From an optimization exercise on the open Yosys and OpenROAD flow, aimed at small area, a short achievable clock period and few clock cycles per item; shortcuts taken in it are not production practice. RTL that was checked went through simulation tests only; none was proved equivalent to the original.

lane 1:
==> flow/design.v <==
`timescale 1ns / 1ps
package fgdc_pkg;
	localparam logic [31:0] POLY32 = 32'h82F6_3B78;
	localparam logic [31:0] POLY16 = 32'h0000_A001;
	localparam logic [15:0] CRC16_INIT = 16'hFFFF;
	localparam logic [1:0] MODE_NONE   = 2'd0;
	localparam logic [1:0] MODE_META   = 2'd1;
	localparam logic [1:0] MODE_LEGACY = 2'd2;
	localparam int REG_INDEX_W = 3;
	localparam logic [REG_INDEX_W-1:0] REG_MODE      = 3'd0;
	localparam logic [REG_INDEX_W-1:0] REG_SEED      = 3'd1;
	localparam logic [REG_INDEX_W-1:0] REG_VID_LOW   = 3'd2;
	localparam logic [REG_INDEX_W-1:0] REG_VID_HIGH  = 3'd3;
	localparam logic [REG_INDEX_W-1:0] REG_DESC_SIZE = 3'd4;
	localparam logic [REG_INDEX_W-1:0] REG_WIDE      = 3'd5;
	function automatic logic [31:0] step8(input logic [31:0] c, input logic [31:0] poly);
		logic [31:0] r;
		r = c;
		for (int k = 0; k < 8; k++) begin
			r = r[0] ? ((r >> 1) ^ poly) : (r >> 1);
		end
		step8 = r;
	endfunction
	function automatic logic [15:0] crc16_byte(input logic [15:0] c, input logic [7:0] b);
		logic [15:0] r;
		r = c ^ {8'h0, b};
		for (int k = 0; k < 8; k++) begin
			r = r[0] ? ((r >> 1) ^ 16'hA001) : (r >> 1);
		end
		crc16_byte = r;
	endfunction
	function automatic logic [15:0] uuid_crc_zero();
		logic [15:0] c;
		c = CRC16_INIT;
		for (int i = 0; i < 16; i++) begin
			c = crc16_byte(c, 8'h00);
		end
		uuid_crc_zero = c;
	endfunction
	localparam logic [15:0] UUID_CRC_RESET = uuid_crc_zero();
endpackage
`timescale 1ns / 1ps
`timescale 1ns / 1ps
module fs_group_descriptor_checksum_core #(
	parameter logic [6:0] MAX_DESC_BYTES = 7'd64
) (
	input  logic                               clk,
	input  logic                               arst_n,
	input  logic                               cfg_valid,
	output logic                               cfg_ready,
	input  logic [fgdc_pkg::REG_INDEX_W-1:0]   cfg_index,
	input  logic [63:0]                        cfg_data,
	input  logic                               in_valid,
	output logic                               in_ready,
	input  logic [31:0]                        group_number,
	input  logic [7:0]                         data_byte,
	input  logic                               first_byte,
	input  logic                               last_byte,
	output logic                               out_valid,
	input  logic                               out_ready,
	output logic [15:0]                        checksum,
	output logic                               checksum_valid
);
	logic        meta_q;       
	logic        leg_q;        
	logic [31:0] seed_q;
	logic        sok_q;        
	logic [15:0] vla_q;        
	logic [15:0] vhb_q;        
	logic        uok_q;        
	logic        span64_q;     
	logic [4:0]  span_lo_q;    
	logic        wide_q;
	logic [31:0] crc_q;
	logic [7:0]  ib_q;         
	logic        hv_q;         
	logic        hl_q;         
	logic        hs_q;         
	logic [6:0]  pos_q;        
	logic        op_pre_q;     
	logic [1:0]  pcnt_q;       
	logic        op_clr_q;     
	logic        op_dat_q;     
	logic        op_cz_q;      
	logic        ej_q;         
	logic        vlow_q;       
	logic        in_rdy_q;
	logic        cfg_rdy_q;
	logic        ov_q;
	logic [15:0] cs_q;
	logic        cv_q;
	logic        in_acc, first_acc, cfg_acc, det, det_vid, busy, proc_h, produce, fold_h;
	logic        e_meta, e_leg, e_hold;
	logic [31:0] x, y, r_step, kstart;
	logic [15:0] ucrc;
	logic [7:0]  cfg_byte;
	logic [6:0]  npos;
	logic        n_field, n_step;
	logic        op_pre_n, op_clr_n, op_dat_n, op_cz_n, cop_q, cop_n, hv_n, hl_n, ov_n;
	assign in_acc    = in_valid && in_rdy_q;
	assign first_acc = in_acc && first_byte;
	assign cfg_acc   = cfg_valid && cfg_rdy_q;
	assign cop_q     = op_clr_q || op_dat_q || op_cz_q;
	assign busy      = op_pre_q || cop_q;
	assign det       = cfg_valid && !cfg_rdy_q && !cop_q;
	assign det_vid   = det && (cfg_index == fgdc_pkg::REG_VID_LOW ||
		cfg_index == fgdc_pkg::REG_VID_HIGH);
	assign proc_h    = hv_q && !busy && !(hl_q && ov_q);
	assign produce   = proc_h && hl_q;
	assign fold_h    = proc_h && hs_q;
	assign npos    = pos_q[6] ? pos_q : pos_q + 7'd1;
	assign n_field = (npos[6:1] == 6'b001111);
	assign n_step  = !npos[6] && (!npos[5] || span64_q || (npos[4:0] < span_lo_q)) &&
		!(leg_q && (n_field || (npos[5] && !wide_q)));
	assign cfg_byte = cfg_data[{pos_q[2:0], 3'b000} +: 8];
	assign e_meta = meta_q && (op_pre_q || fold_h);
	assign e_leg  = (leg_q && (op_pre_q || fold_h)) || op_dat_q || op_cz_q;
	assign e_hold = !(busy || fold_h);
	assign x = crc_q ^ {24'h0, ej_q ? ib_q : 8'h00};
	assign y = (e_meta ? fgdc_pkg::step8(x, fgdc_pkg::POLY32) : 32'h0) |
		(e_leg ? fgdc_pkg::step8(x, fgdc_pkg::POLY16) : 32'h0);
	assign r_step = y | (e_hold ? crc_q : 32'h0);
	assign ucrc   = fgdc_pkg::UUID_CRC_RESET ^ (uok_q ? (vla_q ^ vhb_q) : 16'h0);
	assign kstart = ((meta_q && sok_q) ? seed_q : 32'h0) | (meta_q ? 32'h0 : {16'h0, ucrc});
	assign op_pre_n = first_acc || (op_pre_q && pcnt_q != 2'd0);
	assign op_clr_n = det_vid;
	assign op_dat_n = cop_q && pos_q <= 7'd7;
	assign op_cz_n  = cop_q && vlow_q && pos_q >= 7'd8 && pos_q <= 7'd15;
	assign cop_n    = op_clr_n || op_dat_n || op_cz_n;
	assign hv_n = in_acc || (hv_q && !proc_h);
	assign hl_n = in_acc ? last_byte : hl_q;
	assign ov_n = produce || (ov_q && !out_ready);
	always_ff @(posedge clk or negedge arst_n) begin
		if (!arst_n) begin
			meta_q    <= 1'b0;
			leg_q     <= 1'b0;
			sok_q     <= 1'b0;
			uok_q     <= 1'b0;
			span64_q  <= 1'b0;
			span_lo_q <= '0;
			wide_q    <= 1'b0;
		end else begin
			if (cfg_acc) begin
				case (cfg_index)
					fgdc_pkg::REG_MODE: begin
						meta_q <= (cfg_data[1:0] == fgdc_pkg::MODE_META);
						leg_q  <= (cfg_data[1:0] == fgdc_pkg::MODE_LEGACY);
					end
					fgdc_pkg::REG_SEED: sok_q <= 1'b1;
					fgdc_pkg::REG_DESC_SIZE: begin
						span64_q  <= cfg_data[6];
						span_lo_q <= (cfg_data[6] || !cfg_data[5]) ? 5'd0 : cfg_data[4:0];
					end
					fgdc_pkg::REG_WIDE: wide_q <= cfg_data[0];
					default: ;
				endcase
			end
			if (op_clr_q) begin
				uok_q <= 1'b1;
			end
		end
	end
	always_ff @(posedge clk) begin
		if (cfg_acc && cfg_index == fgdc_pkg::REG_SEED) begin
			seed_q <= cfg_data[31:0];
		end
		if ((op_dat_q && pos_q == 7'd8 && !vlow_q) || (op_clr_q && !uok_q && vlow_q)) begin
			vhb_q <= y[15:0];
		end
		if ((op_cz_q && pos_q == 7'd16) || (op_clr_q && !uok_q && !vlow_q)) begin
			vla_q <= y[15:0];
		end
	end
	always_ff @(posedge clk or negedge arst_n) begin
		if (!arst_n) begin
			hv_q      <= 1'b0;
			op_pre_q  <= 1'b0;
			op_clr_q  <= 1'b0;
			op_dat_q  <= 1'b0;
			op_cz_q   <= 1'b0;
			ov_q      <= 1'b0;
		end else begin
			hv_q      <= hv_n;
			op_pre_q  <= op_pre_n;
			op_clr_q  <= op_clr_n;
			op_dat_q  <= op_dat_n;
			op_cz_q   <= op_cz_n;
			ov_q      <= ov_n;
		end
	end
	always_ff @(posedge clk) begin
		in_rdy_q  <= !(op_pre_n || cop_n) && !(hv_n && hl_n && ov_n);
		cfg_rdy_q <= (det && !det_vid) || (op_dat_q && pos_q == 7'd7);
		cv_q      <= meta_q || leg_q;
	end
	always_ff @(posedge clk) begin
		crc_q <= first_acc ? (kstart ^ group_number) : r_step;
		ej_q  <= !(op_pre_n || op_cz_n);
		if (first_acc) begin
			pcnt_q <= 2'd3;
		end else if (op_pre_q) begin
			pcnt_q <= pcnt_q - 2'd1;
		end
		if (in_acc) begin
			ib_q  <= (!first_byte && n_field) ? 8'h00 : data_byte;
			hl_q  <= last_byte;
			hs_q  <= first_byte || n_step;
			pos_q <= first_byte ? 7'd0 : npos;
		end else begin
			if (cop_q && pos_q <= 7'd7) begin
				ib_q <= cfg_byte;
			end
			if (det_vid) begin
				pos_q <= 7'd0;
			end else if (cop_q) begin
				pos_q <= npos;
			end
		end
		if (det_vid) begin
			vlow_q <= (cfg_index == fgdc_pkg::REG_VID_LOW);
		end
		if (produce) begin
			cs_q <= r_step[15:0];
		end
	end
	assign in_ready       = in_rdy_q;
	assign cfg_ready      = cfg_rdy_q;
	assign out_valid      = ov_q;
	assign checksum       = cs_q;
	assign checksum_valid = cv_q;
endmodule
Settings: LEC_CHECK=0, CAP_MARGIN=20, CORE_MARGIN=2, CORE_UTILIZATION=60, SLEW_MARGIN=20; clock period 10.0 ns.
standard.sh (not shown) runs the stock make flow with config.mk's settings and CLKGATE_MAP_FILE= SYNTH_SCRIPT=/design/flow/synth_recipe.tcl, a recipe that flattens the netlist after the stock synthesis.
==> flow/flow/run.sh <==
#!/bin/bash
# Standard layout, with plain buffers on the ports and timing repair aiming for a larger
# setup slack than the clock needs.
set -euo pipefail
bash standard.sh "BUFFER_PORTS_ARGS=-buffer_cell sky130_fd_sc_hd__buf_1" SETUP_SLACK_MARGIN=7.4 finish > standard_flow.log 2>&1
Testbench counts of lane 1, summed over its fixed seeds: cycles 41,912, items 37,992.
#### Input delta (lane 2 over lane 1)
--- a/flow/design.v
+++ b/flow/design.v
@@ -85,12 +85,14 @@
 	logic        ej_q;         
 	logic        vlow_q;       
 	logic        in_rdy_q;
 	logic        cfg_rdy_q;
+	logic        wr_q;         
+	logic [3:0]  wsel_q;       
 	logic        ov_q;
 	logic [15:0] cs_q;
 	logic        cv_q;
-	logic        in_acc, first_acc, cfg_acc, det, det_vid, busy, proc_h, produce, fold_h;
+	logic        in_acc, first_acc, det, det_vid, busy, proc_h, produce, fold_h;
 	logic        e_meta, e_leg, e_hold;
 	logic [31:0] x, y, r_step, kstart;
 	logic [15:0] ucrc;
 	logic [7:0]  cfg_byte;
@@ -98,9 +100,8 @@
 	logic        n_field, n_step;
 	logic        op_pre_n, op_clr_n, op_dat_n, op_cz_n, cop_q, cop_n, hv_n, hl_n, ov_n;
 	assign in_acc    = in_valid && in_rdy_q;
 	assign first_acc = in_acc && first_byte;
-	assign cfg_acc   = cfg_valid && cfg_rdy_q;
 	assign cop_q     = op_clr_q || op_dat_q || op_cz_q;
 	assign busy      = op_pre_q || cop_q;
 	assign det       = cfg_valid && !cfg_rdy_q && !cop_q;
 	assign det_vid   = det && (cfg_index == fgdc_pkg::REG_VID_LOW ||
@@ -139,30 +140,29 @@
 			span64_q  <= 1'b0;
 			span_lo_q <= '0;
 			wide_q    <= 1'b0;
 		end else begin
-			if (cfg_acc) begin
-				case (cfg_index)
-					fgdc_pkg::REG_MODE: begin
-						meta_q <= (cfg_data[1:0] == fgdc_pkg::MODE_META);
-						leg_q  <= (cfg_data[1:0] == fgdc_pkg::MODE_LEGACY);
-					end
-					fgdc_pkg::REG_SEED: sok_q <= 1'b1;
-					fgdc_pkg::REG_DESC_SIZE: begin
-						span64_q  <= cfg_data[6];
-						span_lo_q <= (cfg_data[6] || !cfg_data[5]) ? 5'd0 : cfg_data[4:0];
-					end
-					fgdc_pkg::REG_WIDE: wide_q <= cfg_data[0];
-					default: ;
-				endcase
+			if (wr_q && wsel_q[0]) begin
+				meta_q <= (cfg_data[1:0] == fgdc_pkg::MODE_META);
+				leg_q  <= (cfg_data[1:0] == fgdc_pkg::MODE_LEGACY);
+			end
+			if (wr_q && wsel_q[1]) begin
+				sok_q <= 1'b1;
+			end
+			if (wr_q && wsel_q[2]) begin
+				span64_q  <= cfg_data[6];
+				span_lo_q <= (cfg_data[6] || !cfg_data[5]) ? 5'd0 : cfg_data[4:0];
+			end
+			if (wr_q && wsel_q[3]) begin
+				wide_q <= cfg_data[0];
 			end
 			if (op_clr_q) begin
 				uok_q <= 1'b1;
 			end
 		end
 	end
 	always_ff @(posedge clk) begin
-		if (cfg_acc && cfg_index == fgdc_pkg::REG_SEED) begin
+		if (wr_q && wsel_q[1]) begin
 			seed_q <= cfg_data[31:0];
 		end
 		if ((op_dat_q && pos_q == 7'd8 && !vlow_q) || (op_clr_q && !uok_q && vlow_q)) begin
 			vhb_q <= y[15:0];
@@ -190,8 +190,11 @@
 	end
 	always_ff @(posedge clk) begin
 		in_rdy_q  <= !(op_pre_n || cop_n) && !(hv_n && hl_n && ov_n);
 		cfg_rdy_q <= (det && !det_vid) || (op_dat_q && pos_q == 7'd7);
+		wr_q      <= det && !det_vid;
+		wsel_q    <= {cfg_index == fgdc_pkg::REG_WIDE, cfg_index == fgdc_pkg::REG_DESC_SIZE,
+			cfg_index == fgdc_pkg::REG_SEED, cfg_index == fgdc_pkg::REG_MODE};
 		cv_q      <= meta_q || leg_q;
 	end
 	always_ff @(posedge clk) begin
 		crc_q <= first_acc ? (kstart ^ group_number) : r_step;
Measured against each other, lane 2 and lane 1 differ in final critical-path required period, the higher figure coming from lane 2.
Lane 2 and lane 1 ended up with nearly the same register clock-pin slew on the reported worst setup and hold paths.
Register-to-register path setup slack in lane 2 is 40 ps lower than in lane 1
Diff lane 1 -> lane 2: total non-filler cell area in the finished layout now sits lower, transition at the pin with the smallest max-transition slack now larger.
Lane 2 reports its critical path capture point as checksum[8] while lane 1 reports checksum[0].
Lane 1 → lane 2: proportion of cell area spent on the clock network comparable; sequential cell count of the final layout rose by 5; total of clock buffers placed in the layout went up by 1; number of rows in the core area now larger; area taken by multi-input logic gates increased by 180 um2 relative to the old numbers.
The RTL of lane 2 was laid out without a check of its function.

==> afterwards: timing with drivers on the ports <==
In the flow no input, the clock included, has a driving cell. The finished layouts below were timed again as built, in two steps. Step 1, drivers: a clkbuf_16 drives clk and a buf_2 each remaining input, both assumed. Step 2 also shifts input and output timing later by t, the mid clock arrival at the registers, as if the neighbouring blocks saw the same clock. Slacks: ideal ports / drivers / drivers and shift; pairs: ideal ports / drivers.
| run | t (ns) | setup slack, ns | slew at the worst register clock pin (ns) |
|---|---|---|---|
| lane 1 | 0.471 | 7.007 / 6.964 / 6.673 | 0.07 / 0.07 |
| lane 2 | 0.466 | 6.955 / 6.919 / 6.813 | 0.07 / 0.07 |
After both steps setup and hold are still met in every run listed. The setup slack of lane 1, which loses most, moves by -0.043 ns with the drivers and by -0.334 ns with both steps.
